This design comes from an exercise in tuning for small area on the open sky130 flow, not from production work. The RTL was checked by simulation tests, not by an equivalence proof against the original design. Power figures rest on the tool's default switching activity, not on a simulated workload.

## design/flow/design.v

```verilog
localparam integer MAP_COLS = 20;
localparam integer MAP_ROWS = 15;
localparam [9:0] TILE_SIZE = 10'd32;
localparam [3:0] TILE_EMPTY  = 4'h0;
localparam [3:0] TILE_SPIKE  = 4'h1;
localparam [3:0] TILE_GATE1  = 4'h2;
localparam [3:0] TILE_GATE2  = 4'h3;
localparam [3:0] TILE_GATE3  = 4'h4;
localparam [3:0] TILE_PLATE1 = 4'h5;
localparam [3:0] TILE_PLATE2 = 4'h6;
localparam [3:0] TILE_PLATE3 = 4'h7;
localparam [3:0] TILE_EXIT   = 4'h8;
localparam [3:0] TILE_WALL   = 4'h9;
localparam [9:0] STEP_PX     = 10'd5;
localparam [9:0] JUMP_HEIGHT = 10'd64;
localparam [9:0] CEILING_Y   = 10'd10;
localparam [9:0] FLOOR_Y     = 10'd416;
localparam [9:0] X_LIMIT     = 10'd603;
localparam [9:0] FOOT_INSET  = 10'd4;
localparam [9:0] P0_START_X = 10'd32;
localparam [9:0] P0_START_Y = 10'd320;
localparam [9:0] P1_START_X = 10'd32;
localparam [9:0] P1_START_Y = 10'd416;
localparam integer SPIKE_TICKS = 8;
localparam [3:0] SPIKE_ON_PHASE = 4'd4;
localparam integer LOSE_TICKS = 40;
localparam [8:0] KEY_START = 9'h16;
localparam [8:0] KEY_LEFT  = 9'h1C;
localparam [8:0] KEY_RIGHT = 9'h23;
localparam [8:0] KEY_JUMP  = 9'h29;
localparam [9:0] JOY_LOW  = 10'd400;
localparam [9:0] JOY_HIGH = 10'd600;
localparam [1:0] SCENE_START = 2'd0;
localparam [1:0] SCENE_PLAY  = 2'd1;
localparam [1:0] SCENE_LOSE  = 2'd2;
module control_decode (
    input  logic [20:0] joy,
    input  logic [9:0]  key,
    input  logic        key_valid,
    output logic [2:0]  cmd0,
    output logic [2:0]  cmd1,
    output logic        start_req
);
localparam integer MAP_COLS = 20;
localparam integer MAP_ROWS = 15;
localparam [9:0] TILE_SIZE = 10'd32;
localparam [3:0] TILE_EMPTY  = 4'h0;
localparam [3:0] TILE_SPIKE  = 4'h1;
localparam [3:0] TILE_GATE1  = 4'h2;
localparam [3:0] TILE_GATE2  = 4'h3;
localparam [3:0] TILE_GATE3  = 4'h4;
localparam [3:0] TILE_PLATE1 = 4'h5;
localparam [3:0] TILE_PLATE2 = 4'h6;
localparam [3:0] TILE_PLATE3 = 4'h7;
localparam [3:0] TILE_EXIT   = 4'h8;
localparam [3:0] TILE_WALL   = 4'h9;
localparam [9:0] STEP_PX     = 10'd5;
localparam [9:0] JUMP_HEIGHT = 10'd64;
localparam [9:0] CEILING_Y   = 10'd10;
localparam [9:0] FLOOR_Y     = 10'd416;
localparam [9:0] X_LIMIT     = 10'd603;
localparam [9:0] FOOT_INSET  = 10'd4;
localparam [9:0] P0_START_X = 10'd32;
localparam [9:0] P0_START_Y = 10'd320;
localparam [9:0] P1_START_X = 10'd32;
localparam [9:0] P1_START_Y = 10'd416;
localparam integer SPIKE_TICKS = 8;
localparam [3:0] SPIKE_ON_PHASE = 4'd4;
localparam integer LOSE_TICKS = 40;
localparam [8:0] KEY_START = 9'h16;
localparam [8:0] KEY_LEFT  = 9'h1C;
localparam [8:0] KEY_RIGHT = 9'h23;
localparam [8:0] KEY_JUMP  = 9'h29;
localparam [9:0] JOY_LOW  = 10'd400;
localparam [9:0] JOY_HIGH = 10'd600;
localparam [1:0] SCENE_START = 2'd0;
localparam [1:0] SCENE_PLAY  = 2'd1;
localparam [1:0] SCENE_LOSE  = 2'd2;
    function automatic logic ge_k(input logic [9:0] v, input logic [9:0] k);
        ge_k = 1'b1;
        for (int b = 0; b < 10; b++) begin
            if (k[b]) ge_k = v[b] & ge_k;
            else      ge_k = v[b] | ge_k;
        end
    endfunction
    logic [9:0] joy_x;
    logic       key_pressed;
    logic [8:0] key_code;
    assign joy_x       = joy[20:11];
    assign key_pressed = key[9];
    assign key_code    = key[8:0];
    assign cmd0 = {!ge_k(joy_x, JOY_LOW), ge_k(joy_x, JOY_HIGH + 10'd1), joy[0]};
    assign cmd1 = {key_pressed && (key_code == KEY_LEFT),
                   key_pressed && (key_code == KEY_RIGHT),
                   key_pressed && (key_code == KEY_JUMP)};
    assign start_req = key_valid && key_pressed && (key_code == KEY_START);
endmodule
module map_upper (
    input  logic [9:0] x,
    input  logic [8:0] y,
    input  logic [2:0] gates,
    output logic       floor_hit,
    output logic       ceil_hit,
    output logic       wall_l,
    output logic       wall_r,
    output logic       on_plate1,
    output logic       on_spike
);
    function automatic logic ge_k(input logic [9:0] v, input logic [9:0] k);
        ge_k = 1'b1;
        for (int b = 0; b < 10; b++) begin
            if (k[b]) ge_k = v[b] & ge_k;
            else      ge_k = v[b] | ge_k;
        end
    endfunction
    logic [4:0] c, o, oy;
    logic [3:0] r;
    logic o_lt5, o_ge28, oy_z, oy_ge16, oy_lt28;
    logic a_m1, a_0, a_1, a_2;
    logic g_m1, g_0, g_1, g_2;
    logic a_span, b_span, g_span;
    logic fr1, fr357, fr910;
    logic ar1, ar357, ar910;
    logic w1, w357, w910;
    logic al, gl, ar_, gr;
    assign c  = x[9:5];
    assign o  = x[4:0];
    assign r  = y[8:5];
    assign oy = y[4:0];
    assign o_lt5   = !ge_k(o, 5);
    assign o_ge28  = ge_k(o, 28);
    assign oy_z    = (oy == 5'd0);
    assign oy_ge16 = oy[4];
    assign oy_lt28 = !ge_k(oy, 28);
    assign a_m1 = ge_k(c, 11);
    assign a_0  = ge_k(c, 10);
    assign a_1  = ge_k(c, 9);
    assign a_2  = ge_k(c, 8);
    assign g_m1 = (c == 5'd8 && !gates[0]) || (c == 5'd13 && !gates[1]) || (c == 5'd18 && !gates[2]);
    assign g_0  = (c == 5'd19) || (c == 5'd7 && !gates[0]) || (c == 5'd12 && !gates[1]) || (c == 5'd17 && !gates[2]);
    assign g_1  = (c == 5'd18) || (c == 5'd6 && !gates[0]) || (c == 5'd11 && !gates[1]) || (c == 5'd16 && !gates[2]);
    assign g_2  = (c == 5'd17) || (c == 5'd5 && !gates[0]) || (c == 5'd10 && !gates[1]) || (c == 5'd15 && !gates[2]);
    assign a_span = (!o_ge28 && a_0) || (!o_lt5 && a_1);
    assign b_span = (!o_ge28 && !a_0) || (!o_lt5 && !a_1);
    assign g_span = (!o_ge28 && g_0) || (!o_lt5 && g_1);
    assign fr1   = (r == 4'd0);
    assign fr357 = (r == 4'd2) || (r == 4'd4) || (r == 4'd6);
    assign fr910 = (r == 4'd8) || (r == 4'd9);
    assign floor_hit = (r == 4'd10) || (fr1 && a_span) || (fr357 && b_span) || (fr910 && g_span);
    assign ar1   = oy_z ? (r == 4'd2) : (r == 4'd1);
    assign ar357 = oy_z ? ((r == 4'd4) || (r == 4'd6) || (r == 4'd8))
                        : ((r == 4'd3) || (r == 4'd5) || (r == 4'd7));
    assign ar910 = oy_z ? (r == 4'd10) : ((r == 4'd9) || (r == 4'd10));
    assign ceil_hit = (ar1 && a_span) || (ar357 && b_span) || (ar910 && g_span);
    assign w1   = (oy_lt28 && (r == 4'd1)) || (oy_ge16 && (r == 4'd0));
    assign w357 = (oy_lt28 && ((r == 4'd3) || (r == 4'd5) || (r == 4'd7)))
               || (oy_ge16 && ((r == 4'd2) || (r == 4'd4) || (r == 4'd6)));
    assign w910 = (oy_lt28 && ((r == 4'd9) || (r == 4'd10)))
               || (oy_ge16 && ((r == 4'd8) || (r == 4'd9)));
    assign al  = o_lt5 ? a_m1 : a_0;
    assign gl  = o_lt5 ? g_m1 : g_0;
    assign ar_ = o_ge28 ? a_2 : a_1;
    assign gr  = o_ge28 ? g_2 : g_1;
    assign wall_l = (c == 5'd0 && o_lt5) || (w1 && al) || (w357 && !al) || (w910 && gl);
    assign wall_r = (w1 && ar_) || (w357 && !ar_) || (w910 && gr);
    assign on_plate1 = (r == 4'd10) && ge_k(x, 60) && !ge_k(x, 156);
    assign on_spike  = ((r == 4'd10 && oy_z) || (r == 4'd9 && !oy_z))
                    && (c == 5'd5 || (c == 5'd4 && o != 5'd0));
endmodule
module map_lower (
    input  logic [9:0] x,
    input  logic       seq,
    input  logic [2:0] i,
    input  logic [2:0] gates,
    output logic       floor_hit,
    output logic       ceil_hit,
    output logic       wall_l,
    output logic       wall_r,
    output logic [2:0] on_plate,
    output logic       on_spike
);
    function automatic logic ge_k(input logic [9:0] v, input logic [9:0] k);
        ge_k = 1'b1;
        for (int b = 0; b < 10; b++) begin
            if (k[b]) ge_k = v[b] & ge_k;
            else      ge_k = v[b] | ge_k;
        end
    endfunction
    logic [4:0] c, o;
    logic o_lt5, o_ge28;
    logic bottom, in_row12, span13, side_l, side_r;
    assign c = x[9:5];
    assign o = x[4:0];
    assign o_lt5  = !ge_k(o, 5);
    assign o_ge28 = ge_k(o, 28);
    assign bottom   = (i == 3'd7);
    assign in_row12 = !seq && (i == 3'd0);
    assign span13 = (!o_ge28 && (ge_k(c, 15) || (c == 5'd4 && !gates[0])))
                 || (!o_lt5  && (ge_k(c, 14) || (c == 5'd3 && !gates[0])));
    assign floor_hit = bottom || (!in_row12 && span13);
    assign ceil_hit = (i == 3'd0);
    assign side_l = o_lt5  ? (ge_k(c, 16) || (c == 5'd5 && !gates[0]))
                           : (ge_k(c, 15) || (c == 5'd4 && !gates[0]));
    assign side_r = o_ge28 ? (ge_k(c, 13) || (c == 5'd2 && !gates[0]))
                           : (ge_k(c, 14) || (c == 5'd3 && !gates[0]));
    assign wall_l = (c == 5'd0 && o_lt5) || (i[2] && side_l);
    assign wall_r = i[2] && side_r;
    assign on_plate[0] = bottom && ge_k(x, 156) && !ge_k(x, 316);
    assign on_plate[1] = bottom && ge_k(x, 316) && !ge_k(x, 476);
    assign on_plate[2] = !bottom && !in_row12 && ge_k(x, 476);
    assign on_spike = (i != 3'd0) && !(seq && bottom) && (c == 5'd2 || (c == 5'd1 && o != 5'd0));
endmodule
module player_upper #(
    parameter logic [9:0] START_X = 10'd32,
    parameter logic [8:0] START_Y = 9'd320
) (
    input  logic        clk,
    input  logic        rst,
    input  logic        tick,
    input  logic [2:0]  cmd,
    input  logic [2:0]  gates,
    output logic [20:0] pos,
    output logic        on_plate1,
    output logic        on_spike
);
    function automatic logic [9:0] step5(input logic [9:0] v, input logic m, input logic d);
        logic cy;
        step5[0] = v[0] ^ m;
        cy       = m & (v[0] ^ d);
        step5[1] = v[1] ^ cy;
        cy       = cy & (v[1] ^ d);
        step5[2] = v[2] ^ m ^ cy;
        cy       = m & ((v[2] ^ d) | cy);
        for (int b = 3; b < 10; b++) begin
            step5[b] = v[b] ^ cy;
            cy       = cy & (v[b] ^ d);
        end
    endfunction
    logic [9:0] x;
    logic [8:0] y;
    logic [9:0] y_step;
    logic       face_left;
    logic       jumping;
    logic       on_ground;
    logic       floor_hit, ceil_hit, wall_l, wall_r;
    logic       at_right_end, jump_end, go_left, go_right, y_move;
    assign pos = {x, 1'b0, y, face_left};
    map_upper u_map (
        .x         (x),
        .y         (y),
        .gates     (gates),
        .floor_hit (floor_hit),
        .ceil_hit  (ceil_hit),
        .wall_l    (wall_l),
        .wall_r    (wall_r),
        .on_plate1 (on_plate1),
        .on_spike  (on_spike)
    );
    assign at_right_end = x[9] && x[6] && x[4] && x[3] && x[0];
    assign go_left  = cmd[2] && !wall_l;
    assign go_right = !go_left && cmd[1] && !at_right_end && !wall_r;
    assign jump_end = ceil_hit || (y[4:0] == 5'd31) || (y[8:4] == 5'd0 && !(y[3] && (y[2] || y[1] && y[0])));
    assign y_move   = jumping ? !jump_end : !floor_hit;
    assign y_step   = step5({1'b0, y}, tick && y_move, jumping);
    always_ff @(posedge clk or posedge rst) begin
        if (rst) begin
            x         <= START_X;
            y         <= START_Y;
            face_left <= 1'b0;
            jumping   <= 1'b0;
            on_ground <= 1'b1;
        end else begin
            x <= step5(x, tick && (go_left || go_right), go_left);
            if (tick && (go_left || go_right)) face_left <= go_left;
            if (tick && !jumping && floor_hit) y <= {y[8:5], 5'd0};
            else                               y <= y_step[8:0];
            if (tick) begin
                jumping   <= jumping ? !jump_end : (cmd[0] && on_ground);
                on_ground <= !jumping && floor_hit && !(cmd[0] && on_ground);
            end
        end
    end
endmodule
module player_lower #(
    parameter logic [9:0] START_X = 10'd32
) (
    input  logic        clk,
    input  logic        rst,
    input  logic        tick,
    input  logic [2:0]  cmd,
    input  logic [2:0]  gates,
    output logic [20:0] pos,
    output logic [2:0]  on_plate,
    output logic        on_spike
);
    function automatic logic [9:0] step5(input logic [9:0] v, input logic m, input logic d);
        logic cy;
        step5[0] = v[0] ^ m;
        cy       = m & (v[0] ^ d);
        step5[1] = v[1] ^ cy;
        cy       = cy & (v[1] ^ d);
        step5[2] = v[2] ^ m ^ cy;
        cy       = m & ((v[2] ^ d) | cy);
        for (int b = 3; b < 10; b++) begin
            step5[b] = v[b] ^ cy;
            cy       = cy & (v[b] ^ d);
        end
    endfunction
    logic [9:0] x;
    logic       seq;
    logic [2:0] i;
    logic [8:0] y;
    logic       face_left;
    logic       jumping;
    logic       on_ground;
    logic       floor_hit, ceil_hit, wall_l, wall_r;
    logic       at_right_end, go_left, go_right;
    logic       bottom;
    assign bottom = (i == 3'd7);
    always_comb begin
        case ({seq, i})
            4'h0: y = 9'd381;  4'h1: y = 9'd386;  4'h2: y = 9'd391;  4'h3: y = 9'd396;
            4'h4: y = 9'd401;  4'h5: y = 9'd406;  4'h6: y = 9'd411;  4'h7: y = 9'd416;
            4'h8: y = 9'd384;  4'h9: y = 9'd389;  4'hA: y = 9'd394;  4'hB: y = 9'd399;
            4'hC: y = 9'd404;  4'hD: y = 9'd409;  4'hE: y = 9'd414;  default: y = 9'd419;
        endcase
    end
    assign pos = {x, 1'b0, y, face_left};
    map_lower u_map (
        .x         (x),
        .seq       (seq),
        .i         (i),
        .gates     (gates),
        .floor_hit (floor_hit),
        .ceil_hit  (ceil_hit),
        .wall_l    (wall_l),
        .wall_r    (wall_r),
        .on_plate  (on_plate),
        .on_spike  (on_spike)
    );
    assign at_right_end = x[9] && x[6] && x[4] && x[3] && x[0];
    assign go_left  = cmd[2] && !wall_l;
    assign go_right = !go_left && cmd[1] && !at_right_end && !wall_r;
    always_ff @(posedge clk or posedge rst) begin
        if (rst) begin
            x         <= START_X;
            seq       <= 1'b0;
            i         <= 3'd7;
            face_left <= 1'b0;
            jumping   <= 1'b0;
            on_ground <= 1'b1;
        end else begin
            x <= step5(x, tick && (go_left || go_right), go_left);
            if (tick && (go_left || go_right)) face_left <= go_left;
            if (tick) begin
                if (jumping) begin
                    if (!ceil_hit) i <= i - 3'd1;
                end else if (floor_hit) begin
                    seq <= !bottom;
                    i   <= bottom ? 3'd7 : 3'd0;
                end else begin
                    i <= i + 3'd1;
                end
                jumping   <= jumping ? !ceil_hit : (cmd[0] && on_ground);
                on_ground <= !jumping && floor_hit && !(cmd[0] && on_ground);
            end
        end
    end
endmodule
module hazard_monitor (
    input  logic clk,
    input  logic rst,
    input  logic tick,
    input  logic contact,
    output logic spike_on,
    output logic spike_hit
);
    logic [6:0] cnt, n;    
    logic cy;
    always_comb begin
        cy = tick;
        for (int b = 0; b < 7; b++) begin
            n[b] = cnt[b] ^ cy;
            cy   = cy & cnt[b];
        end
    end
    always_ff @(posedge clk or posedge rst) begin
        if (rst) cnt <= '0;
        else     cnt <= n;
    end
    assign spike_on  = cnt[6] || (cnt[5] && (cnt[4] || cnt[3]));
    assign spike_hit = spike_on && contact;
endmodule
module scene_fsm (
    input  logic       clk,
    input  logic       rst,
    input  logic       tick,
    input  logic       start_req,
    input  logic       spike_hit,
    output logic [1:0] scene
);
    logic [5:0] s, n;
    logic       losing, inc, cy;
    assign losing = s[5] || s[3];
    assign scene  = {losing, s[0] && !losing};
    assign inc = losing ? tick : (s[0] ? spike_hit : start_req);
    always_comb begin
        cy = inc;
        for (int b = 0; b < 6; b++) begin
            n[b] = s[b] ^ cy;
            cy   = cy & s[b];
        end
        n = n | {1'b0, cy, 1'b0, cy, cy, 1'b0};
    end
    always_ff @(posedge clk or posedge rst) begin
        if (rst) s <= 6'd22;
        else     s <= n;
    end
endmodule
module platform_game (
    input  logic        clk,
    input  logic        rst,
    input  logic        tick,
    input  logic [20:0] joy,
    input  logic [9:0]  key,
    input  logic        key_valid,
    output logic [20:0] p0,
    output logic [20:0] p1,
    output logic [2:0]  gates,
    output logic        spike_on,
    output logic [1:0]  scene
);
localparam integer MAP_COLS = 20;
localparam integer MAP_ROWS = 15;
localparam [9:0] TILE_SIZE = 10'd32;
localparam [3:0] TILE_EMPTY  = 4'h0;
localparam [3:0] TILE_SPIKE  = 4'h1;
localparam [3:0] TILE_GATE1  = 4'h2;
localparam [3:0] TILE_GATE2  = 4'h3;
localparam [3:0] TILE_GATE3  = 4'h4;
localparam [3:0] TILE_PLATE1 = 4'h5;
localparam [3:0] TILE_PLATE2 = 4'h6;
localparam [3:0] TILE_PLATE3 = 4'h7;
localparam [3:0] TILE_EXIT   = 4'h8;
localparam [3:0] TILE_WALL   = 4'h9;
localparam [9:0] STEP_PX     = 10'd5;
localparam [9:0] JUMP_HEIGHT = 10'd64;
localparam [9:0] CEILING_Y   = 10'd10;
localparam [9:0] FLOOR_Y     = 10'd416;
localparam [9:0] X_LIMIT     = 10'd603;
localparam [9:0] FOOT_INSET  = 10'd4;
localparam [9:0] P0_START_X = 10'd32;
localparam [9:0] P0_START_Y = 10'd320;
localparam [9:0] P1_START_X = 10'd32;
localparam [9:0] P1_START_Y = 10'd416;
localparam integer SPIKE_TICKS = 8;
localparam [3:0] SPIKE_ON_PHASE = 4'd4;
localparam integer LOSE_TICKS = 40;
localparam [8:0] KEY_START = 9'h16;
localparam [8:0] KEY_LEFT  = 9'h1C;
localparam [8:0] KEY_RIGHT = 9'h23;
localparam [8:0] KEY_JUMP  = 9'h29;
localparam [9:0] JOY_LOW  = 10'd400;
localparam [9:0] JOY_HIGH = 10'd600;
localparam [1:0] SCENE_START = 2'd0;
localparam [1:0] SCENE_PLAY  = 2'd1;
localparam [1:0] SCENE_LOSE  = 2'd2;
    logic [2:0] cmd0;
    logic [2:0] cmd1;
    logic       start_req;
    logic       spike_hit;
    logic       plate0;
    logic [2:0] plate1;
    logic       spike0;
    logic       spike1;
    control_decode u_ctrl (
        .joy       (joy),
        .key       (key),
        .key_valid (key_valid),
        .cmd0      (cmd0),
        .cmd1      (cmd1),
        .start_req (start_req)
    );
    player_upper #(
        .START_X (P0_START_X),
        .START_Y (P0_START_Y[8:0])
    ) u_player0 (
        .clk       (clk),
        .rst       (rst),
        .tick      (tick),
        .cmd       (cmd0),
        .gates     (gates),
        .pos       (p0),
        .on_plate1 (plate0),
        .on_spike  (spike0)
    );
    player_lower #(
        .START_X (P1_START_X)
    ) u_player1 (
        .clk       (clk),
        .rst       (rst),
        .tick      (tick),
        .cmd       (cmd1),
        .gates     (gates),
        .pos       (p1),
        .on_plate  (plate1),
        .on_spike  (spike1)
    );
    assign gates = {plate1[2], plate1[1], plate1[0] || plate0};
    hazard_monitor u_hazard (
        .clk       (clk),
        .rst       (rst),
        .tick      (tick),
        .contact   (spike0 || spike1),
        .spike_on  (spike_on),
        .spike_hit (spike_hit)
    );
    scene_fsm u_scene (
        .clk       (clk),
        .rst       (rst),
        .tick      (tick),
        .start_req (start_req),
        .spike_hit (spike_hit),
        .scene     (scene)
    );
endmodule
```

## design/flow/flow/run.sh

```bash
#!/bin/bash
# Standard ORFS layout (the standard.sh) with these changes:
#  - after floorplanning, the combinational logic is re-mapped for area by
#    OpenROAD's restructure (flow/restructure.tcl); registers are untouched
#  - the port buffers are the smallest buffer (buf_1) instead of the cell
#    buffer_ports picks by itself; every port still gets its buffer
#  - CTS adds no dummy loads
#  - before repair_design, combinational cells start from their smallest
#    drive strength (flow/downsize.tcl)
# standard.sh's output goes to standard.log here; ORFS keeps each step's
# log under orfs/logs.
set -euo pipefail
here=$(pwd)
export POST_FLOORPLAN_TCL="$here/flow/restructure.tcl"
export BUFFER_PORTS_ARGS="-buffer_cell sky130_fd_sc_hd__buf_1"
export CTS_ARGS="-sink_clustering_enable -repair_clock_nets -dont_use_dummy_load"
export PRE_RESIZE_TCL="$here/flow/downsize.tcl"
bash standard.sh > standard.log 2>&1
```

## design/flow/flow/downsize.tcl

```tcl
# Before repair_design: give every combinational cell the smallest-area
# variant of its own function (same cell family, other drive strength).
# repair_design and the later timing repairs size up again where needed.
set n 0
set saved 0.0
foreach inst [get_cells *] {
  set lc [get_lib_cells -quiet -of_objects $inst]
  if { [llength $lc] != 1 || $lc eq "NULL" } { continue }
  set name [get_property $lc name]
  if { ![regexp {^(sky130_fd_sc_hd__[a-z0-9]+)_([0-9]+)$} $name -> base drive] } { continue }
  # keep registers, clock cells, buffers and ties as they are
  if { [regexp {__(df|edf|sdf|dl|clk|buf|conb|tap|fill|decap|diode)} $base] } { continue }
  set best $name
  set best_area [get_property $lc area]
  foreach cand [get_lib_cells ${base}_*] {
    set cn [get_property $cand name]
    if { ![regexp "^${base}_\[0-9\]+\$" $cn] } { continue }
    if { [get_property $cand dont_use] } { continue }
    set a [get_property $cand area]
    if { $a < $best_area } { set best $cn; set best_area $a }
  }
  if { $best ne $name } {
    set saved [expr { $saved + [get_property $lc area] - $best_area }]
    replace_cell $inst $best
    incr n
  }
}
puts "downsize: resized $n cells, [format %.1f $saved] um2 less"
```

## design/flow/flow/restructure.tcl

```tcl
# After floorplanning: re-map the combinational logic for area with
# OpenROAD's restructure (ABC).  Registers are not touched.
set lib [lindex $::env(LIB_FILES) 0]
set tielo "[lindex $::env(TIELO_CELL_AND_PORT) 0]/[lindex $::env(TIELO_CELL_AND_PORT) 1]"
set tiehi "[lindex $::env(TIEHI_CELL_AND_PORT) 0]/[lindex $::env(TIEHI_CELL_AND_PORT) 1]"
set wd $::env(OBJECTS_DIR)/rmp
file mkdir $wd
report_design_area
restructure -target area -liberty_file $lib -tielo_port $tielo -tiehi_port $tiehi \
  -work_dir $wd -abc_logfile $wd/abc.log
report_design_area
```

## design/flow/standard.sh

```bash
#!/bin/bash
# synth_recipe.tcl (not shown) runs the flow's synth.tcl, then flattens the netlist and writes it again
# the make line also repeats each setting of config.mk as NAME=value (left out here)
make -C /OpenROAD-flow-scripts/flow DESIGN_CONFIG=/design/flow/config.mk WORK_HOME=/design/flow/orfs CLKGATE_MAP_FILE= SYNTH_SCRIPT=/design/flow/synth_recipe.tcl "${@:-finish}"
```

## design/flow/config.mk

```make
export PLATFORM = sky130hd
export DESIGN_NAME = platform_game
export DESIGN_NICKNAME = platform_game
export VERILOG_FILES = /design/flow/design.v
export SDC_FILE = /design/flow/constraint.sdc
export NUM_CORES = 4
export LEC_CHECK = 0
export CAP_MARGIN = 20
export CORE_MARGIN = 2
export CORE_UTILIZATION = 40
export SLEW_MARGIN = 20
```

## design/flow/constraint.sdc

```tcl
create_clock -name core_clock -period 7.0 [get_ports {clk}]
set_input_delay 1.4000 -clock core_clock [delete_from_list [all_inputs] [get_ports {clk}]]
set_output_delay 1.4000 -clock core_clock [all_outputs]
set_load 0.01 [all_outputs]
```

==> results of run 1 <==
-- layer usage --
layer	track usage [%]	vias to the layer above
met5	0	-
met4	5.36	0
met3	3.19	16
met2	29.2	137
met1	24.2	1732
li1	-	1805
-- sequential cells by signal (all words and copies together), names as in the netlist --
register             count
u_player0.on_ground      1
u_player1.i              3
u_scene.s                6
u_player1.jumping        1
u_player0.y              9
u_player0.face_left      1
u_hazard.cnt             7
u_player1.face_left      1
u_player0.x             10
u_player1.on_ground      1
u_player1.seq            1
u_player1.x             10
u_player0.jumping        1
-- cells in the mapped netlist, drive strengths merged, types with 4 or more instances --
cell type,number
nand2b,6
and2,5
mux2i,6
or2,9
a211o,4
o21ai,37
inv,17
or3,7
o22ai,4
a41oi,4
buf,13
o21a,5
dfstp,12
nor3b,6
nor2b,8
a211oi,8
nand2,45
o211ai,4
nand4,6
clkbuf,24
ha,21
a311oi,4
nor2,38
and3,10
dfrtp,40
xnor2,19
nand3,17
nor3,14
xor2,14
a21oi,25
a31oi,10
-- where the power goes --
group | internal, mW | leakage, nW | switching, mW
registers | 0.398 | 0.583 | 0.125
clock network | 0.0649 | 0.0359 | 0.0954
logic | 0.219 | 0.718 | 0.378
-- final cells by class --
class                   instances  area, um2  share of cell area, %
clock buffers                   5       68.8                   1.71
repair buffers                 71        274                   6.79
inverters                      72        270                   6.70
multi-input cells             329       1930                   47.9
flip-flops and latches         52       1320                   32.6
well taps                     136        170                   4.22
-- path summary, 6_finish.rpt --
path	startpoint	endpoint	cells after the start
max in group asynchronous	rst	u_player0.y[1]	3
worst min-delay path	u_player0.on_ground	u_player0.on_ground	2
worst max-delay path	u_player1.i[1]	u_player0.y[7]	17
worst min register to register	u_player0.on_ground	u_player0.on_ground	2
worst max register to register	u_player1.i[1]	u_player0.y[7]	17
min in group asynchronous	rst	u_scene.s[5]	3
-- critical path: stages, from the launching register on --
cell	delay (ps)
dfstp_2	550
clkinv_1	160
nor2_1	180
clkinv_1	150
nor2_1	300
clkinv_1	280
nor4_1	600
nor3_1	140
a22oi_1	310
a2111oi_0	110
a31oi_1	220
nor2_1	60
nor4_1	310
nand3_1	150
nand2_1	190
o221ai_1	220
or4_1	480
xnor2_1	150
-- cells by family after synthesis --
logic type / after synthesis / synth area share, %
other: 2 / 0.180
xor gates and xnor gates: 33 / 6.93
buffers and inverters: 54 / 5.97
AOI/OAI and AO/OA: 140 / 24.0
and+or+nand+nor: 184 / 22.8
DFF: 52 / 31.5
adders and majority gates: 21 / 6.30
muxes: 9 / 2.25
-- stage by stage --
step	area, um2	hold WS (ps)	util [%]	instances
after floorplan	4180	433	-	496
final	4030	489	39.4	665
after global routing	4030	517	39.4	665
after detailed placement	3960	480	38.7	660
after global placement	3960	463	38.7	660
after CTS	4030	493	39.4	665
==> flow_summary.yaml, run 1 <==
outcome:
  outcome: "timing/DRC/antenna clean"
finish:
  final_nets: 566
  layout-drive-gt1-share_pct: 3.78
  fillers: 1084
  final_common_cell: "nor2_1"
  antennaDiodeCount: 0
  layout_common_cells: "nor2_1 (73), clkinv_1 (71), buf_1 (69)"
  syn_to_final_growth_pct: -3.36
detailed_routing:
  wl_met3_um: 500
  highest_layer: "met4"
  wl_per_cell_um: 14.7
  first_pass_iters: 4
  routed_wl_mm: 9.75
  dr_wl_met2_mm: 4.64
  vias: 3690
  antenna_left: 0
  drc: 0
  avgViaCountPerCell: 5.55
  met1_length_mm: 4.48
  first_iter_violations: 213
timing:
  max-slew-margin-rel_pct: 39.9
  tns_ps: 0
  grt_setup_unrepaired: "false"
  fmax_mhz: 213
  drv_slew: 0
  hold_viol: 0
  timing.final.ws_setup_ps: 2310
  worst_pin_slew_ps: 889
  final.setup_skew_ps: 20.6
  period_needed_ps: 4690
  setup_viol: 0
  fin_crit_sh_pct: 67.0
critical_path:
  crit_path_end_kind: "register"
  crit_type: "register to register"
  critPathArrivalTime_ps: 4870
  path_max_fanout: 6
  startpoint_type: "register"
  crit_required_ps: 7180
  reg2reg_slack_ps: 2310
cts:
  clk_path_buf_depth: 2
  cts_tree: "done"
  cts_root_buffer: "clkbuf_8"
  cts_buffers: 5
  worstSkewPairLatency_ps: 310
  cts_setup_buffers: 0
  clkSinkCount: 52
  cts_hold_buf: 0
  ctsResizeCount: 0
  cts.clk_slew.worst_paths_ps: 90
  htreeDepth: 2
pwr:
  p_per_area_nw_per_um2: 317
  p_leak_nw: 1.34
  totalPowerFinal_mw: 1.28
  max-vdd-ir-drop_mv: 0.126
synthesis:
  synth_area_per_cell_um2: 8.43
  async_flop_share_pct: 100
  yosys_warnings: 7
  ys_seq_elements: 52
  syn-cell-area_um2: 4170
  ys_types: 72
  synth_edf_count: 0
  synthTopCellsByArea: "dfrtp_1 (24%), dfstp_2 (7.6%), ha_1 (6.3%)"
  ys_seq_area_share_pct: 31.5
  synth_top_cell_by_area: "dfrtp_1"
  synthFlopType: "dfrtp_1"
  synth_cells: 495
  synth_top_area_share_pct: 24.0
floorplanning:
  die-width_um: 106
  dieHeight_um: 106
  rows: 37
  dieArea_um2: 11300
  core_area_um2: 10200
  num_io_pins: 83
  start_util_pct: 40.8
placement:
  gp_congestion: 0.935
  dpl.hpwl_mm: 7.47
  port_buffers: 69
  dp_slack_ps: 2490
grt:
  grt_pass1_vias: 3529
  antenna_found_initial: 0
  grt_pass1_wl_mm: 16.5
  grt_max_degree: 53
  grt-ovfl-total: 0
  grt.total_usage_pct: 17.9
flow_run:
  max-cap-violations: 0
hold_path:
  holdCritPathClass: "register to register"
==> run 2: changes to the inputs <==
--- a/design/flow/design.v
+++ b/design/flow/design.v
@@ -114,57 +114,35 @@
         end
     endfunction
-    logic [4:0] c, o, oy;
-    logic [3:0] r;
-    logic o_lt5, o_ge28, oy_z, oy_ge16, oy_lt28;
-    logic a_m1, a_0, a_1, a_2;
-    logic g_m1, g_0, g_1, g_2;
-    logic a_span, b_span, g_span;
-    logic fr1, fr357, fr910;
-    logic ar1, ar357, ar910;
-    logic w1, w357, w910;
-    logic al, gl, ar_, gr;
-    assign c  = x[9:5];
-    assign o  = x[4:0];
-    assign r  = y[8:5];
-    assign oy = y[4:0];
-    assign o_lt5   = !ge_k(o, 5);
-    assign o_ge28  = ge_k(o, 28);
-    assign oy_z    = (oy == 5'd0);
-    assign oy_ge16 = oy[4];
-    assign oy_lt28 = !ge_k(oy, 28);
-    assign a_m1 = ge_k(c, 11);
-    assign a_0  = ge_k(c, 10);
-    assign a_1  = ge_k(c, 9);
-    assign a_2  = ge_k(c, 8);
-    assign g_m1 = (c == 5'd8 && !gates[0]) || (c == 5'd13 && !gates[1]) || (c == 5'd18 && !gates[2]);
-    assign g_0  = (c == 5'd19) || (c == 5'd7 && !gates[0]) || (c == 5'd12 && !gates[1]) || (c == 5'd17 && !gates[2]);
-    assign g_1  = (c == 5'd18) || (c == 5'd6 && !gates[0]) || (c == 5'd11 && !gates[1]) || (c == 5'd16 && !gates[2]);
-    assign g_2  = (c == 5'd17) || (c == 5'd5 && !gates[0]) || (c == 5'd10 && !gates[1]) || (c == 5'd15 && !gates[2]);
-    assign a_span = (!o_ge28 && a_0) || (!o_lt5 && a_1);
-    assign b_span = (!o_ge28 && !a_0) || (!o_lt5 && !a_1);
-    assign g_span = (!o_ge28 && g_0) || (!o_lt5 && g_1);
-    assign fr1   = (r == 4'd0);
-    assign fr357 = (r == 4'd2) || (r == 4'd4) || (r == 4'd6);
-    assign fr910 = (r == 4'd8) || (r == 4'd9);
-    assign floor_hit = (r == 4'd10) || (fr1 && a_span) || (fr357 && b_span) || (fr910 && g_span);
-    assign ar1   = oy_z ? (r == 4'd2) : (r == 4'd1);
-    assign ar357 = oy_z ? ((r == 4'd4) || (r == 4'd6) || (r == 4'd8))
-                        : ((r == 4'd3) || (r == 4'd5) || (r == 4'd7));
-    assign ar910 = oy_z ? (r == 4'd10) : ((r == 4'd9) || (r == 4'd10));
-    assign ceil_hit = (ar1 && a_span) || (ar357 && b_span) || (ar910 && g_span);
-    assign w1   = (oy_lt28 && (r == 4'd1)) || (oy_ge16 && (r == 4'd0));
-    assign w357 = (oy_lt28 && ((r == 4'd3) || (r == 4'd5) || (r == 4'd7)))
-               || (oy_ge16 && ((r == 4'd2) || (r == 4'd4) || (r == 4'd6)));
-    assign w910 = (oy_lt28 && ((r == 4'd9) || (r == 4'd10)))
-               || (oy_ge16 && ((r == 4'd8) || (r == 4'd9)));
-    assign al  = o_lt5 ? a_m1 : a_0;
-    assign gl  = o_lt5 ? g_m1 : g_0;
-    assign ar_ = o_ge28 ? a_2 : a_1;
-    assign gr  = o_ge28 ? g_2 : g_1;
-    assign wall_l = (c == 5'd0 && o_lt5) || (w1 && al) || (w357 && !al) || (w910 && gl);
-    assign wall_r = (w1 && ar_) || (w357 && !ar_) || (w910 && gr);
-    assign on_plate1 = (r == 4'd10) && ge_k(x, 60) && !ge_k(x, 156);
-    assign on_spike  = ((r == 4'd10 && oy_z) || (r == 4'd9 && !oy_z))
-                    && (c == 5'd5 || (c == 5'd4 && o != 5'd0));
+    function automatic logic in_k(input logic [9:0] v, input logic [9:0] lo, input logic [9:0] hi);
+        in_k = ge_k(v, lo) && !ge_k(v, hi);
+    endfunction
+    logic [3:0] r, ar;
+    logic       foot_a, foot_b, foot_g;
+    logic       fl1, fl357, fl910, fl11;
+    assign r = y[8:5];
+    assign foot_a = ge_k(x, 296);
+    assign foot_b = !ge_k(x, 316);
+    assign foot_g = ge_k(x, 580) || (in_k(x, 196, 248) && !gates[0])
+                 || (in_k(x, 356, 408) && !gates[1]) || (in_k(x, 516, 568) && !gates[2]);
+    assign fl11  = y[8] && y[6];
+    assign fl1   = (y[8:5] == 4'd0);
+    assign fl357 = !y[8] && !y[5] && (y[7] || y[6]);
+    assign fl910 = y[8] && !y[6];
+    assign floor_hit = fl11 || (fl1 && foot_a) || (fl357 && foot_b) || (fl910 && foot_g);
+    assign ar = (y[4:0] == 5'd0) ? r - 4'd1 : r;
+    assign ceil_hit = ((ar == 4'd1) && foot_a)
+                   || ((ar == 4'd3 || ar == 4'd5 || ar == 4'd7) && foot_b)
+                   || ((ar == 4'd9 || ar == 4'd10) && foot_g);
+    assign wall_l = !ge_k(x, 4)
+                 || ((in_k({1'b0, y}, 80, 124) || in_k({1'b0, y}, 144, 188) || in_k({1'b0, y}, 208, 252))
+                     && !ge_k(x, 324))
+                 || (ge_k({1'b0, y}, 272) && ((in_k(x, 232, 260) && !gates[0])
+                     || (in_k(x, 392, 420) && !gates[1]) || (in_k(x, 552, 580) && !gates[2])));
+    assign wall_r = (in_k({1'b0, y}, 16, 60) && ge_k(x, 284))
+                 || (ge_k({1'b0, y}, 272) && (ge_k(x, 568) || (in_k(x, 192, 220) && !gates[0])
+                     || (in_k(x, 352, 380) && !gates[1]) || (in_k(x, 512, 540) && !gates[2])));
+    assign on_plate1 = (r == 4'd10) && in_k(x, 60, 156);
+    assign on_spike  = ((r == 4'd10 && y[4:0] == 5'd0) || (r == 4'd9 && y[4:0] != 5'd0))
+                    && in_k(x, 128, 192);
 endmodule
 module map_lower (
--- a/design/flow/flow/run.sh
+++ b/design/flow/flow/run.sh
@@ -2,5 +2,6 @@
 # Standard ORFS layout (the standard.sh) with these changes:
 #  - after floorplanning, the combinational logic is re-mapped for area by
-#    OpenROAD's restructure (flow/restructure.tcl); registers are untouched
+#    OpenROAD's restructure, repeated while it gains (flow/restructure.tcl);
+#    registers are untouched
 #  - the port buffers are the smallest buffer (buf_1) instead of the cell
 #    buffer_ports picks by itself; every port still gets its buffer
==> design/flow/flow/restructure.tcl (replaced) <==
# After floorplanning: re-map the combinational logic for area with
# OpenROAD's restructure (ABC), repeated while it still gains area.
# Registers are not touched.
set lib [lindex $::env(LIB_FILES) 0]
set tielo_cell [lindex $::env(TIELO_CELL_AND_PORT) 0]
set tielo "$tielo_cell/[lindex $::env(TIELO_CELL_AND_PORT) 1]"
set tiehi "[lindex $::env(TIEHI_CELL_AND_PORT) 0]/[lindex $::env(TIEHI_CELL_AND_PORT) 1]"
set wd $::env(OBJECTS_DIR)/rmp
file mkdir $wd
set block [ord::get_db_block]

proc comb_area { } {
  set a 0.0
  foreach inst [get_cells *] {
    set lc [get_lib_cells -quiet -of_objects $inst]
    if { [llength $lc] != 1 || $lc eq "NULL" } { continue }
    set a [expr { $a + [get_property $lc area] }]
  }
  return $a
}

proc net_driver { net } {
  foreach it [$net getITerms] {
    if { [$it isOutputSignal] } { return $it }
  }
  return ""
}

# Output ports tied to a constant (through buffers or inverters): restructure
# drops those drivers, so note the constants and tie the ports again after.
proc constant_outputs { block } {
  set res {}
  foreach bt [$block getBTerms] {
    if { [$bt getIoType] ne "OUTPUT" } { continue }
    set net [$bt getNet]
    set inv 0
    for { set k 0 } { $k < 8 } { incr k } {
      set drv [net_driver $net]
      if { $drv eq "" } { break }
      set inst [$drv getInst]
      set m [[$inst getMaster] getName]
      if { [string match "*__conb_*" $m] } {
        set hi [expr { [[$drv getMTerm] getName] eq "HI" }]
        lappend res [list [$bt getName] [expr { $hi ^ $inv }]]
        break
      } elseif { [regexp {__(buf|clkbuf)_[0-9]+$} $m] } {
        set net [[$inst findITerm A] getNet]
      } elseif { [regexp {__(inv|clkinv)_[0-9]+$} $m] } {
        set inv [expr { !$inv }]
        set net [[$inst findITerm A] getNet]
      } else {
        break
      }
    }
  }
  return $res
}

set consts [constant_outputs $block]
puts "restructure: constant outputs $consts"

set before [comb_area]
puts "restructure: cell area [format %.1f $before] before"
for { set pass 1 } { $pass <= 6 } { incr pass } {
  restructure -target area -liberty_file $lib -tielo_port $tielo -tiehi_port $tiehi \
    -work_dir $wd -abc_logfile $wd/abc_$pass.log
  set after [comb_area]
  puts "restructure: cell area [format %.1f $after] after pass $pass"
  if { $after > $before * 0.998 } { break }
  set before $after
}

# tie the constant outputs that lost their driver
set master [[ord::get_db] findMaster $tielo_cell]
set k 0
foreach c $consts {
  lassign $c port val
  set net [[$block findBTerm $port] getNet]
  if { [net_driver $net] ne "" } { continue }
  set inst [odb::dbInst_create $block $master "const_tie_$k"]
  incr k
  [$inst findITerm [expr { $val ? "HI" : "LO" }]] connect $net
  puts "restructure: tied $port to $val"
}

# every net with a load must still have a driver
foreach net [$block getNets] {
  if { [$net getSigType] eq "POWER" || [$net getSigType] eq "GROUND" } { continue }
  set loads 0
  foreach it [$net getITerms] { if { ![$it isOutputSignal] } { incr loads } }
  foreach bt [$net getBTerms] { if { [$bt getIoType] eq "OUTPUT" } { incr loads } }
  set driven [expr { [net_driver $net] ne "" }]
  foreach bt [$net getBTerms] { if { [$bt getIoType] eq "INPUT" } { set driven 1 } }
  if { $loads > 0 && !$driven } {
    error "restructure: net [$net getName] has loads but no driver"
  }
}
--- a/design/flow/config.mk
+++ b/design/flow/config.mk
@@ -6,4 +6,5 @@
 export NUM_CORES = 4
 export LEC_CHECK = 0
+export ABC_AREA = 1
 export CAP_MARGIN = 20
 export CORE_MARGIN = 2
==> run 2 against run 1 <==
Via count fell by 6.5%. Largest power group unchanged. Worst setup slack got worse by 1500 ps. Final cell count down 5.4%. Die area is 1.2% higher. Wire length shrank 8.8%. Highest routed layer unchanged. Hold slack hardly changed. Sequential share of layout area is 1.6 points higher. Power grew 15%. Global-route usage down 1.9 points. Critical path depth up 6.
==> flow_summary.yaml, run 2 <==
outcome:
  outcome: "timing/DRC/antenna clean"
synthesis:
  synth_top_cell_by_area: "dfrtp_1"
  ys_seq_elements: 52
  synth_area_per_cell_um2: 7.55
  ys_seq_area_share_pct: 31.2
  yosys_warnings: 7
  async_flop_share_pct: 100
  ys_types: 51
  synth_cells: 560
  synthTopCellsByArea: "dfrtp_1 (24%), nand2_1 (9.5%), dfstp_2 (7.5%)"
  synth.most_common_cell: "nand2_1"
  syn-cell-area_um2: 4230
  synth_edf_count: 0
  synthTopCellsByCount: "nand2_1 (107), inv_1 (56), nor2_1 (56)"
  synth_top_area_share_pct: 23.7
  synthFlopType: "dfrtp_1"
floorplanning:
  start_util_pct: 41.1
  num_io_pins: 83
  core_area_um2: 10300
  rows: 37
  dieHeight_um: 107
  dieArea_um2: 11400
  die-width_um: 107
timing:
  holdWs_ps: 488
  drv_slew: 0
  fin_crit_sh_pct: 87.9
  setup_viol: 0
  tns_ps: 0
  final.setup_skew_ps: 21.0
  worst_pin_slew_ps: 986
  max-slew-margin-rel_pct: 33.6
  hold_viol: 0
  fmax_mhz: 163
  grt_setup_unrepaired: "false"
  period_needed_ps: 6150
grt:
  antenna_found_initial: 0
  gr-usage-met2_pct: 27.4
  grt.total_usage_pct: 15.9
  grtUsageMet1_pct: 21.0
  grt-ovfl-total: 0
  grt_util_met3_pct: 2.67
  grt_pass1_wl_mm: 15.0
  grt_max_degree: 53
  busiest_layer: "met2"
  grt_pass1_vias: 3224
placement:
  placed_cell_area_um2: 3780
  gp_congestion: 0.896
  port_buffers: 69
  dpl.hpwl_mm: 6.75
critical_path:
  path_cells: "clkinv_1 > nor2_1 > clkinv_1 > nor2_1 > clkinv_1 > nand2_1 > nor2_1 > nor2_1 > a222oi_1 > o221ai_1 > clkinv_1 > nand2_1 > o211ai_1 > a211oi_1 > o21ai_0 > a211oi_1 > o21ai_0 > a221oi_1 > clkinv_1 > a21oi_1 > o211ai_1 > a221o_1 > xnor2_1"
  crit_path_frequent_cell: "clkinv_1"
  timing.rr.start: "u_player1.i[0]"
  crit_required_ps: 7160
  path_max_fanout: 11
  cpPeakStageDelay_ps: 620
  startpoint_type: "register"
  crit_start: "u_player1.i[0]"
  cp_slowest_cell: "o221ai_1"
  critPathArrivalTime_ps: 6310
  crit_path_end_kind: "register"
  crit_type: "register to register"
cts:
  htreeDepth: 2
  cts_setup_buffers: 0
  cts_tree: "done"
  clk_path_buf_depth: 2
  cts_hold_buf: 0
  worstSkewPairLatency_ps: 300
  cts_root_buffer: "clkbuf_8"
  clkSinkCount: 52
  cts_buffers: 5
  ctsResizeCount: 0
  cts.clk_slew.worst_paths_ps: 100
pwr:
  p_per_area_nw_per_um2: 381
  totalPowerFinal_mw: 1.47
  max-vdd-ir-drop_mv: 0.206
  p_leak_nw: 1.32
flow_run:
  max-cap-violations: 0
finish:
  syn_to_final_growth_pct: -8.97
  fin_util_pct: 37.4
  layout_common_cells: "buf_1 (69), clkinv_1 (69), nor2_1 (57)"
  design_area_um2: 3850
  layout-drive-gt1-share_pct: 4.06
  antennaDiodeCount: 0
  reg_top3: "u_player0.x: 10 flops, u_player1.x: 10 flops, u_player0.y: 9 flops"
  final_nets: 533
detailed_routing:
  first_iter_violations: 198
  drc: 0
  routed_wl_mm: 8.89
  vias: 3451
  avgViaCountPerCell: 5.49
  wl_per_cell_um: 14.1
  first_pass_iters: 7
  antenna_left: 0
hold_path:
  hold_start: "u_hazard.cnt[6]"
  holdCritPathClass: "register to register"
==> run 2: cell families (layout without fill, tap and decap cells) <==
family                   count (synthesis)  in the layout  synth area share, %
AO/OA/AOI/OAI                           71            158                 10.7
XOR/XNOR                                31              5                 6.78
adder cells (fa/ha/maj)                 24              0                 7.11
buffers and inverters                   93            146                 9.68
flip-flops                              52             52                 31.2
other                                    2              3                0.178
AND/OR/NAND/NOR                        287            129                 34.4
==> run 2: worst paths after layout <==
check	cells after the start	to	slack [ps]
min in group asynchronous	3	u_hazard.cnt[6]	1250
max	23	u_player0.x[9]	850
min	1	u_hazard.cnt[6]	490
max reg2reg	23	u_player0.x[9]	850
max in group asynchronous	3	u_player0.x[1]	5290
min reg2reg	1	u_hazard.cnt[6]	490
==> run 2: final cells by class <==
cell class                 count  area [um2]
timing repair buffer          71         274
inverter                      70         263
sequential                    52        1320
tap                          136         170
clock buffer                   5        68.8
multi-input combinational    295        1750
fill                        1131        6430
==> run 2: metal layers <==
layer	routed length, um	up-vias
met5	0	-
met4	74	0
li1	-	1714
met1	4100	1619
met3	485	8
met2	4230	110
==> run 2: stage by stage <==
step,worst slack (ps),cells
floorplan,3790,561
global placement,1090,624
detailed placement,1010,624
CTS,922,629
global route,238,629
finish,850,629
==> run 2: power breakdown <==
part	leakage, nW	total (mW)	internal, mW	switching [mW]
clock	0.0359	0.156	0.0648	0.0915
combinational	0.690	0.744	0.277	0.468
sequential	0.596	0.565	0.417	0.149
total	1.32	1.47	0.758	0.708
==> run 2: worst max-delay path: cells and delay by family, from the launching register on <==
| family | cells | cell delay (ps) |
|---|---|---|
| buf+inv | 5 | 1160 |
| simple gates | 6 | 1190 |
| xor+xnor | 1 | 120 |
| flops | 1 | 600 |
| compound gates | 11 | 2940 |
==> run 3: changes to the inputs <==
--- a/design/flow/design.v
+++ b/design/flow/design.v
@@ -97,5 +97,5 @@
 endmodule
 module map_upper (
-    input  logic [9:0] x,
+    input  logic [6:0] k,
     input  logic [8:0] y,
     input  logic [2:0] gates,
@@ -107,8 +107,8 @@
     output logic       on_spike
 );
-    function automatic logic ge_k(input logic [9:0] v, input logic [9:0] k);
+    function automatic logic ge_k(input logic [9:0] v, input logic [9:0] c);
         ge_k = 1'b1;
         for (int b = 0; b < 10; b++) begin
-            if (k[b]) ge_k = v[b] & ge_k;
+            if (c[b]) ge_k = v[b] & ge_k;
             else      ge_k = v[b] | ge_k;
         end
@@ -117,12 +117,14 @@
         in_k = ge_k(v, lo) && !ge_k(v, hi);
     endfunction
+    logic [9:0] kk;
     logic [3:0] r, ar;
     logic       foot_a, foot_b, foot_g;
     logic       fl1, fl357, fl910, fl11;
-    assign r = y[8:5];
-    assign foot_a = ge_k(x, 296);
-    assign foot_b = !ge_k(x, 316);
-    assign foot_g = ge_k(x, 580) || (in_k(x, 196, 248) && !gates[0])
-                 || (in_k(x, 356, 408) && !gates[1]) || (in_k(x, 516, 568) && !gates[2]);
+    assign kk = {3'b000, k};
+    assign r  = y[8:5];
+    assign foot_a = ge_k(kk, 59);
+    assign foot_b = !ge_k(kk, 63);
+    assign foot_g = ge_k(kk, 116) || (in_k(kk, 39, 50) && !gates[0])
+                 || (in_k(kk, 71, 82) && !gates[1]) || (in_k(kk, 103, 114) && !gates[2]);
     assign fl11  = y[8] && y[6];
     assign fl1   = (y[8:5] == 4'd0);
@@ -134,18 +136,18 @@
                    || ((ar == 4'd3 || ar == 4'd5 || ar == 4'd7) && foot_b)
                    || ((ar == 4'd9 || ar == 4'd10) && foot_g);
-    assign wall_l = !ge_k(x, 4)
+    assign wall_l = (k == 7'd0)
                  || ((in_k({1'b0, y}, 80, 124) || in_k({1'b0, y}, 144, 188) || in_k({1'b0, y}, 208, 252))
-                     && !ge_k(x, 324))
-                 || (ge_k({1'b0, y}, 272) && ((in_k(x, 232, 260) && !gates[0])
-                     || (in_k(x, 392, 420) && !gates[1]) || (in_k(x, 552, 580) && !gates[2])));
-    assign wall_r = (in_k({1'b0, y}, 16, 60) && ge_k(x, 284))
-                 || (ge_k({1'b0, y}, 272) && (ge_k(x, 568) || (in_k(x, 192, 220) && !gates[0])
-                     || (in_k(x, 352, 380) && !gates[1]) || (in_k(x, 512, 540) && !gates[2])));
-    assign on_plate1 = (r == 4'd10) && in_k(x, 60, 156);
+                     && !ge_k(kk, 65))
+                 || (ge_k({1'b0, y}, 272) && ((in_k(kk, 46, 52) && !gates[0])
+                     || (in_k(kk, 78, 84) && !gates[1]) || (in_k(kk, 110, 116) && !gates[2])));
+    assign wall_r = (in_k({1'b0, y}, 16, 60) && ge_k(kk, 57))
+                 || (ge_k({1'b0, y}, 272) && (ge_k(kk, 114) || (in_k(kk, 38, 44) && !gates[0])
+                     || (in_k(kk, 70, 76) && !gates[1]) || (in_k(kk, 102, 108) && !gates[2])));
+    assign on_plate1 = (r == 4'd10) && in_k(kk, 12, 31);
     assign on_spike  = ((r == 4'd10 && y[4:0] == 5'd0) || (r == 4'd9 && y[4:0] != 5'd0))
-                    && in_k(x, 128, 192);
+                    && in_k(kk, 26, 38);
 endmodule
 module map_lower (
-    input  logic [9:0] x,
+    input  logic [6:0] k,
     input  logic       seq,
     input  logic [2:0] i,
@@ -158,34 +160,27 @@
     output logic       on_spike
 );
-    function automatic logic ge_k(input logic [9:0] v, input logic [9:0] k);
+    function automatic logic ge_k(input logic [9:0] v, input logic [9:0] c);
         ge_k = 1'b1;
         for (int b = 0; b < 10; b++) begin
-            if (k[b]) ge_k = v[b] & ge_k;
+            if (c[b]) ge_k = v[b] & ge_k;
             else      ge_k = v[b] | ge_k;
         end
     endfunction
-    logic [4:0] c, o;
-    logic o_lt5, o_ge28;
-    logic bottom, in_row12, span13, side_l, side_r;
-    assign c = x[9:5];
-    assign o = x[4:0];
-    assign o_lt5  = !ge_k(o, 5);
-    assign o_ge28 = ge_k(o, 28);
+    function automatic logic in_k(input logic [9:0] v, input logic [9:0] lo, input logic [9:0] hi);
+        in_k = ge_k(v, lo) && !ge_k(v, hi);
+    endfunction
+    logic [9:0] kk;
+    logic       bottom, in_row12;
+    assign kk = {3'b000, k};
     assign bottom   = (i == 3'd7);
     assign in_row12 = !seq && (i == 3'd0);
-    assign span13 = (!o_ge28 && (ge_k(c, 15) || (c == 5'd4 && !gates[0])))
-                 || (!o_lt5  && (ge_k(c, 14) || (c == 5'd3 && !gates[0])));
-    assign floor_hit = bottom || (!in_row12 && span13);
+    assign floor_hit = bottom || (!in_row12 && (ge_k(kk, 91) || (in_k(kk, 20, 31) && !gates[0])));
     assign ceil_hit = (i == 3'd0);
-    assign side_l = o_lt5  ? (ge_k(c, 16) || (c == 5'd5 && !gates[0]))
-                           : (ge_k(c, 15) || (c == 5'd4 && !gates[0]));
-    assign side_r = o_ge28 ? (ge_k(c, 13) || (c == 5'd2 && !gates[0]))
-                           : (ge_k(c, 14) || (c == 5'd3 && !gates[0]));
-    assign wall_l = (c == 5'd0 && o_lt5) || (i[2] && side_l);
-    assign wall_r = i[2] && side_r;
-    assign on_plate[0] = bottom && ge_k(x, 156) && !ge_k(x, 316);
-    assign on_plate[1] = bottom && ge_k(x, 316) && !ge_k(x, 476);
-    assign on_plate[2] = !bottom && !in_row12 && ge_k(x, 476);
-    assign on_spike = (i != 3'd0) && !(seq && bottom) && (c == 5'd2 || (c == 5'd1 && o != 5'd0));
+    assign wall_l = (k == 7'd0) || (i[2] && in_k(kk, 27, 33) && !gates[0]);
+    assign wall_r = i[2] && (ge_k(kk, 89) || (in_k(kk, 18, 25) && !gates[0]));
+    assign on_plate[0] = bottom && in_k(kk, 31, 63);
+    assign on_plate[1] = bottom && in_k(kk, 63, 95);
+    assign on_plate[2] = !bottom && !in_row12 && ge_k(kk, 95);
+    assign on_spike = (i != 3'd0) && !(seq && bottom) && in_k(kk, 7, 19);
 endmodule
 module player_upper #(
@@ -215,4 +210,26 @@
         end
     endfunction
+    function automatic logic [6:0] step1(input logic [6:0] v, input logic m, input logic d);
+        logic cy;
+        cy = m;
+        for (int b = 0; b < 7; b++) begin
+            step1[b] = v[b] ^ cy;
+            cy       = cy & (v[b] ^ d);
+        end
+    endfunction
+    function automatic logic [9:0] x_of(input logic [6:0] v);
+        logic cy, a, b;
+        x_of[0] = v[0];
+        x_of[1] = !v[1];
+        cy      = v[1];
+        for (int n = 2; n < 10; n++) begin
+            a       = (n - 2 < 7) ? v[n - 2] : 1'b0;
+            b       = (n < 7) ? v[n] : 1'b0;
+            x_of[n] = a ^ b ^ cy;
+            cy      = (a & b) | (cy & (a ^ b));
+        end
+    endfunction
+    localparam logic [6:0] K_START = (START_X - 10'd2) / 10'd5;
+    logic [6:0] k;           
     logic [9:0] x;
     logic [8:0] y;
@@ -223,7 +240,8 @@
     logic       floor_hit, ceil_hit, wall_l, wall_r;
     logic       at_right_end, jump_end, go_left, go_right, y_move;
+    assign x   = x_of(k);
     assign pos = {x, 1'b0, y, face_left};
     map_upper u_map (
-        .x         (x),
+        .k         (k),
         .y         (y),
         .gates     (gates),
@@ -235,5 +253,5 @@
         .on_spike  (on_spike)
     );
-    assign at_right_end = x[9] && x[6] && x[4] && x[3] && x[0];
+    assign at_right_end = (k == 7'd121);
     assign go_left  = cmd[2] && !wall_l;
     assign go_right = !go_left && cmd[1] && !at_right_end && !wall_r;
@@ -243,5 +261,5 @@
     always_ff @(posedge clk or posedge rst) begin
         if (rst) begin
-            x         <= START_X;
+            k         <= K_START;
             y         <= START_Y;
             face_left <= 1'b0;
@@ -249,5 +267,5 @@
             on_ground <= 1'b1;
         end else begin
-            x <= step5(x, tick && (go_left || go_right), go_left);
+            k <= step1(k, tick && (go_left || go_right), go_left);
             if (tick && (go_left || go_right)) face_left <= go_left;
             if (tick && !jumping && floor_hit) y <= {y[8:5], 5'd0};
@@ -272,17 +290,26 @@
     output logic        on_spike
 );
-    function automatic logic [9:0] step5(input logic [9:0] v, input logic m, input logic d);
+    function automatic logic [6:0] step1(input logic [6:0] v, input logic m, input logic d);
         logic cy;
-        step5[0] = v[0] ^ m;
-        cy       = m & (v[0] ^ d);
-        step5[1] = v[1] ^ cy;
-        cy       = cy & (v[1] ^ d);
-        step5[2] = v[2] ^ m ^ cy;
-        cy       = m & ((v[2] ^ d) | cy);
-        for (int b = 3; b < 10; b++) begin
-            step5[b] = v[b] ^ cy;
+        cy = m;
+        for (int b = 0; b < 7; b++) begin
+            step1[b] = v[b] ^ cy;
             cy       = cy & (v[b] ^ d);
         end
     endfunction
+    function automatic logic [9:0] x_of(input logic [6:0] v);
+        logic cy, a, b;
+        x_of[0] = v[0];
+        x_of[1] = !v[1];
+        cy      = v[1];
+        for (int n = 2; n < 10; n++) begin
+            a       = (n - 2 < 7) ? v[n - 2] : 1'b0;
+            b       = (n < 7) ? v[n] : 1'b0;
+            x_of[n] = a ^ b ^ cy;
+            cy      = (a & b) | (cy & (a ^ b));
+        end
+    endfunction
+    localparam logic [6:0] K_START = (START_X - 10'd2) / 10'd5;
+    logic [6:0] k;           
     logic [9:0] x;
     logic       seq;
@@ -304,7 +331,8 @@
         endcase
     end
+    assign x   = x_of(k);
     assign pos = {x, 1'b0, y, face_left};
     map_lower u_map (
-        .x         (x),
+        .k         (k),
         .seq       (seq),
         .i         (i),
@@ -317,10 +345,10 @@
         .on_spike  (on_spike)
     );
-    assign at_right_end = x[9] && x[6] && x[4] && x[3] && x[0];
+    assign at_right_end = (k == 7'd121);
     assign go_left  = cmd[2] && !wall_l;
     assign go_right = !go_left && cmd[1] && !at_right_end && !wall_r;
     always_ff @(posedge clk or posedge rst) begin
         if (rst) begin
-            x         <= START_X;
+            k         <= K_START;
             seq       <= 1'b0;
             i         <= 3'd7;
@@ -329,5 +357,5 @@
             on_ground <= 1'b1;
         end else begin
-            x <= step5(x, tick && (go_left || go_right), go_left);
+            k <= step1(k, tick && (go_left || go_right), go_left);
             if (tick && (go_left || go_right)) face_left <= go_left;
             if (tick) begin
--- a/design/flow/flow/run.sh
+++ b/design/flow/flow/run.sh
@@ -2,5 +2,5 @@
 # Standard ORFS layout (the standard.sh) with these changes:
 #  - after floorplanning, the combinational logic is re-mapped for area by
-#    OpenROAD's restructure, repeated while it gains (flow/restructure.tcl);
+#    OpenROAD's restructure, RMP_PASSES times (flow/restructure.tcl);
 #    registers are untouched
 #  - the port buffers are the smallest buffer (buf_1) instead of the cell
@@ -14,4 +14,5 @@
 here=$(pwd)
 export POST_FLOORPLAN_TCL="$here/flow/restructure.tcl"
+export RMP_PASSES=2
 export BUFFER_PORTS_ARGS="-buffer_cell sky130_fd_sc_hd__buf_1"
 export CTS_ARGS="-sink_clustering_enable -repair_clock_nets -dont_use_dummy_load"
--- a/design/flow/flow/restructure.tcl
+++ b/design/flow/flow/restructure.tcl
@@ -1,11 +1,35 @@
 # After floorplanning: re-map the combinational logic for area with
-# OpenROAD's restructure (ABC), repeated while it still gains area.
-# Registers are not touched.
-set lib [lindex $::env(LIB_FILES) 0]
+# OpenROAD's restructure (ABC), RMP_PASSES times (a pass that gains
+# nothing ends it early).  Registers are not touched.
+# restructure maps onto every cell of the liberty file it is given, so give
+# it a copy without the platform's don't-use cells
+proc filtered_lib { src dst dont_use } {
+  set in [open $src r]
+  set out [open $dst w]
+  set skip 0
+  while { [gets $in line] >= 0 } {
+    if { !$skip && [regexp {^    cell \("([^"]+)"\) \{} $line -> name] } {
+      foreach pat $dont_use {
+        if { [string match $pat $name] } { set skip 1; break }
+      }
+    }
+    if { !$skip } {
+      puts $out $line
+    } elseif { $line eq "    \}" } {
+      set skip 0
+    }
+  }
+  close $in
+  close $out
+}
+
+set wd $::env(OBJECTS_DIR)/rmp
+file mkdir $wd
+set dont_use $::env(DONT_USE_CELLS)
+set lib $wd/restructure.lib
+filtered_lib [lindex $::env(LIB_FILES) 0] $lib $dont_use
 set tielo_cell [lindex $::env(TIELO_CELL_AND_PORT) 0]
 set tielo "$tielo_cell/[lindex $::env(TIELO_CELL_AND_PORT) 1]"
 set tiehi "[lindex $::env(TIEHI_CELL_AND_PORT) 0]/[lindex $::env(TIEHI_CELL_AND_PORT) 1]"
-set wd $::env(OBJECTS_DIR)/rmp
-file mkdir $wd
 set block [ord::get_db_block]
 
@@ -62,10 +86,11 @@
 set before [comb_area]
 puts "restructure: cell area [format %.1f $before] before"
-for { set pass 1 } { $pass <= 6 } { incr pass } {
+set passes [expr { [info exists ::env(RMP_PASSES)] ? $::env(RMP_PASSES) : 1 }]
+for { set pass 1 } { $pass <= $passes } { incr pass } {
   restructure -target area -liberty_file $lib -tielo_port $tielo -tiehi_port $tiehi \
     -work_dir $wd -abc_logfile $wd/abc_$pass.log
   set after [comb_area]
   puts "restructure: cell area [format %.1f $after] after pass $pass"
-  if { $after > $before * 0.998 } { break }
+  if { $after >= $before } { break }
   set before $after
 }
@@ -96,2 +121,10 @@
   }
 }
+
+# and no don't-use cell may have come in
+foreach inst [$block getInsts] {
+  set m [[$inst getMaster] getName]
+  foreach pat $dont_use {
+    if { [string match $pat $m] } { error "restructure: [$inst getName] is a don't-use $m" }
+  }
+}
==> run 3 against run 2 <==
Still clean on timing, DRC and antenna. Synthesized cell count shrank 2.1%. First-iteration DRC count decreased by 9.6%. Final cell count is 1.4% higher. Area after synthesis decreased by 3.4%. Flip-flop and latch count down 6. Count of clock-buffer cells in the layout did not move. Critical path type is now register to output pin. Highest routed layer unchanged.
==> flow_summary.yaml, run 3 <==
placement:
  dpl.hpwl_mm: 6.73
  port_buffers: 69
  placed_cell_area_um2: 3690
  gp_congestion: 0.867
grt:
  grt_pass1_wl_mm: 14.9
  grt_max_degree: 47
  grt_pass1_vias: 3180
  grt.total_usage_pct: 16.2
  grt-ovfl-total: 0
  antenna_found_initial: 0
synthesis:
  ys_seq_elements: 46
  syn-cell-area_um2: 4080
  ys_seq_area_share_pct: 28.6
  async_flop_share_pct: 100
  synth.most_common_cell: "nand2_1"
  synthTopCellsByArea: "dfrtp_1 (20%), nand2_1 (11%), dfstp_2 (9.0%)"
  synth_top_cell_by_area: "dfrtp_1"
  synth_area_per_cell_um2: 7.45
  synth_cells: 548
  synth_top_area_share_pct: 19.6
  synthFlopType: "dfrtp_1"
  ys_types: 49
  yosys_warnings: 7
  synth_edf_count: 0
  synthTopCellsByCount: "nand2_1 (122), inv_1 (64), nor2_1 (58)"
detailed_routing:
  vias: 3440
  routed_wl_mm: 8.69
  avgViaCountPerCell: 5.39
  drc: 0
  antenna_left: 0
  wl_per_cell_um: 13.6
  first_iter_violations: 179
  first_pass_iters: 5
pwr:
  max-vdd-ir-drop_mv: 0.121
  p_leak_nw: 1.31
  p_per_area_nw_per_um2: 353
critical_path:
  path_max_fanout: 8
  crit_start: "u_player0.k[2]"
  startpoint_type: "register"
  crit_type: "register to output pin"
  crit_path_end_kind: "output pin"
  crit_required_ps: 5600
  timing.rr.start: "u_player1.i[0]"
  critPathArrivalTime_ps: 3700
floorplanning:
  rows: 36
  dieArea_um2: 11000
  core_area_um2: 9820
  start_util_pct: 41.6
  dieHeight_um: 105
  num_io_pins: 83
  die-width_um: 105
hold_path:
  hold_start: "u_player1.on_ground"
  holdCritPathClass: "register to register"
finish:
  largest_reg_flops: 9
  syn_to_final_growth_pct: -7.79
  top_register: "u_player0.y"
  fin_util_pct: 38.3
  layout_common_cells: "buf_1 (69), nor2_1 (62), clkinv_1 (56)"
  final_common_cell: "buf_1"
  final_nets: 543
  antennaDiodeCount: 0
  layout-drive-gt1-share_pct: 4.16
  design_area_um2: 3760
cts:
  cts_root_buffer: "clkbuf_8"
  cts_buffers: 5
  cts.clk_slew.worst_paths_ps: 80
  cts_hold_buf: 0
  cts_tree: "done"
  clkSinkCount: 46
  ctsResizeCount: 0
  cts_setup_buffers: 0
  htreeDepth: 2
  clk_path_buf_depth: 2
  worstSkewPairLatency_ps: 300
timing:
  drv_slew: 0
  max-slew-margin-rel_pct: 45.8
  grt_setup_unrepaired: "false"
  final.setup_skew_ps: 12.9
  period_needed_ps: 5100
  hold_viol: 0
  worst_pin_slew_ps: 812
  tns_ps: 0
  fmax_mhz: 196
  setup_viol: 0
  fin_crit_sh_pct: 72.8
outcome:
  outcome: "timing/DRC/antenna clean"
flow_run:
  max-cap-violations: 0
run 3: routing by layer:
layer | routed length (um) | part of all wire (%) | up-vias | GRT usage [%]
met4 | 104 | 1.2 | 0 | 4.10
met1 | 4210 | 48 | 1604 | 22.8
li1 | - | - | 1738 | -
met5 | 0 | 0 | - | 0
met2 | 3980 | 46 | 88 | 25.9
met3 | 395 | 4.5 | 10 | 2.50
run 3: path summary, 6_finish.rpt:
| kind | to | slack [ps] | cells after the start |
|---|---|---|---|
| max | p0[19] | 1900 | 15 |
| min | u_player1.on_ground | 480 | 2 |
| max reg2reg | u_player0.k[6] | 2410 | 20 |
| min reg2reg | u_player1.on_ground | 480 | 2 |
| max in group asynchronous | u_player0.k[4] | 5310 | 2 |
| min in group asynchronous | u_scene.s[5] | 1200 | 2 |
run 3: critical path, cell delays in order (launching register included):
cell and delay, ps:
dfstp_2 610, clkinv_1 220, nor2_1 330, o21ai_0 200, nor2b_1 180, o22ai_1 200
nor2_1 80, o21ai_0 290, nor2_1 90, o21ai_0 280, nor2b_1 210, o22ai_1 100
or2_0 270, nor2_1 140, a21oi_1 50, buf_1 140
run 3: area by class of cell:
class | count | area [um2]
timing repair buffer | 70 | 267
fill | 1079 | 6060
inverter | 57 | 215
sequential | 46 | 1170
tap | 133 | 166
clock buffer | 5 | 68.8
multi-input combinational | 327 | 1880
run 3: kinds of logic after synthesis:
| family | synth area share (%) |
|---|---|
| AO/OA/AOI/OAI | 10.3 |
| XOR/XNOR | 4.29 |
| adder cells (fa/ha/maj) | 13.5 |
| buffers and inverters | 9.90 |
| flip-flops | 28.6 |
| other | 0.184 |
| AND/OR/NAND/NOR | 33.2 |
run 3: where the power goes:
| part | leakage [nW] | internal [mW] | switching [mW] | total [mW] |
|---|---|---|---|---|
| Combinational | 0.750 | 0.255 | 0.438 | 0.693 |
| Sequential | 0.520 | 0.362 | 0.123 | 0.485 |
| Clock | 0.0359 | 0.0646 | 0.0857 | 0.150 |
| Total | 1.31 | 0.681 | 0.647 | 1.33 |
run 3: metrics by stage:
step                      cells  hold slack, ps  setup slack (ps)  total power [mW]
after global routing        638             502              1500              1.46
after floorplan             549             442              2480              1.22
final                       638             484              1900              1.33
after detailed placement    633             464              2280              1.18
after global placement      633             465              2400              1.16
after CTS                   638             486              1940              1.33

## what the ideal ports hide
No port has a modelled driver above. Below, the same layouts with a new extraction and two added sets of constraints.
Step 1 (the two cells are an assumption about what drives the block):
set clk [get_ports {clk}]
set_driving_cell -lib_cell sky130_fd_sc_hd__clkbuf_16 $clk
set_driving_cell -lib_cell sky130_fd_sc_hd__buf_2 [delete_from_list [all_inputs] $clk]
Step 2 adds t to the input delays and takes it off the output delays; t is the mean of the earliest and latest rising clock arrival at the registers after step 1. Input paths then give back, and output paths get back, about the clock's delay inside the block.
a / b / c = ideal ports / drivers / drivers and shift; a / b = the first two.
run	shift t [ns]	setup slack, ns	hold WS [ns]
run 1	0.332	2.308 / 2.308 / 2.308	0.489 / 0.489 / 0.489
run 2	0.327	0.850 / 0.850 / 0.850	0.488 / 0.488 / 0.488
run 3	0.328	1.904 / 1.875 / 2.202	0.484 / 0.484 / 0.484
After both steps setup and hold are still met in every run listed.
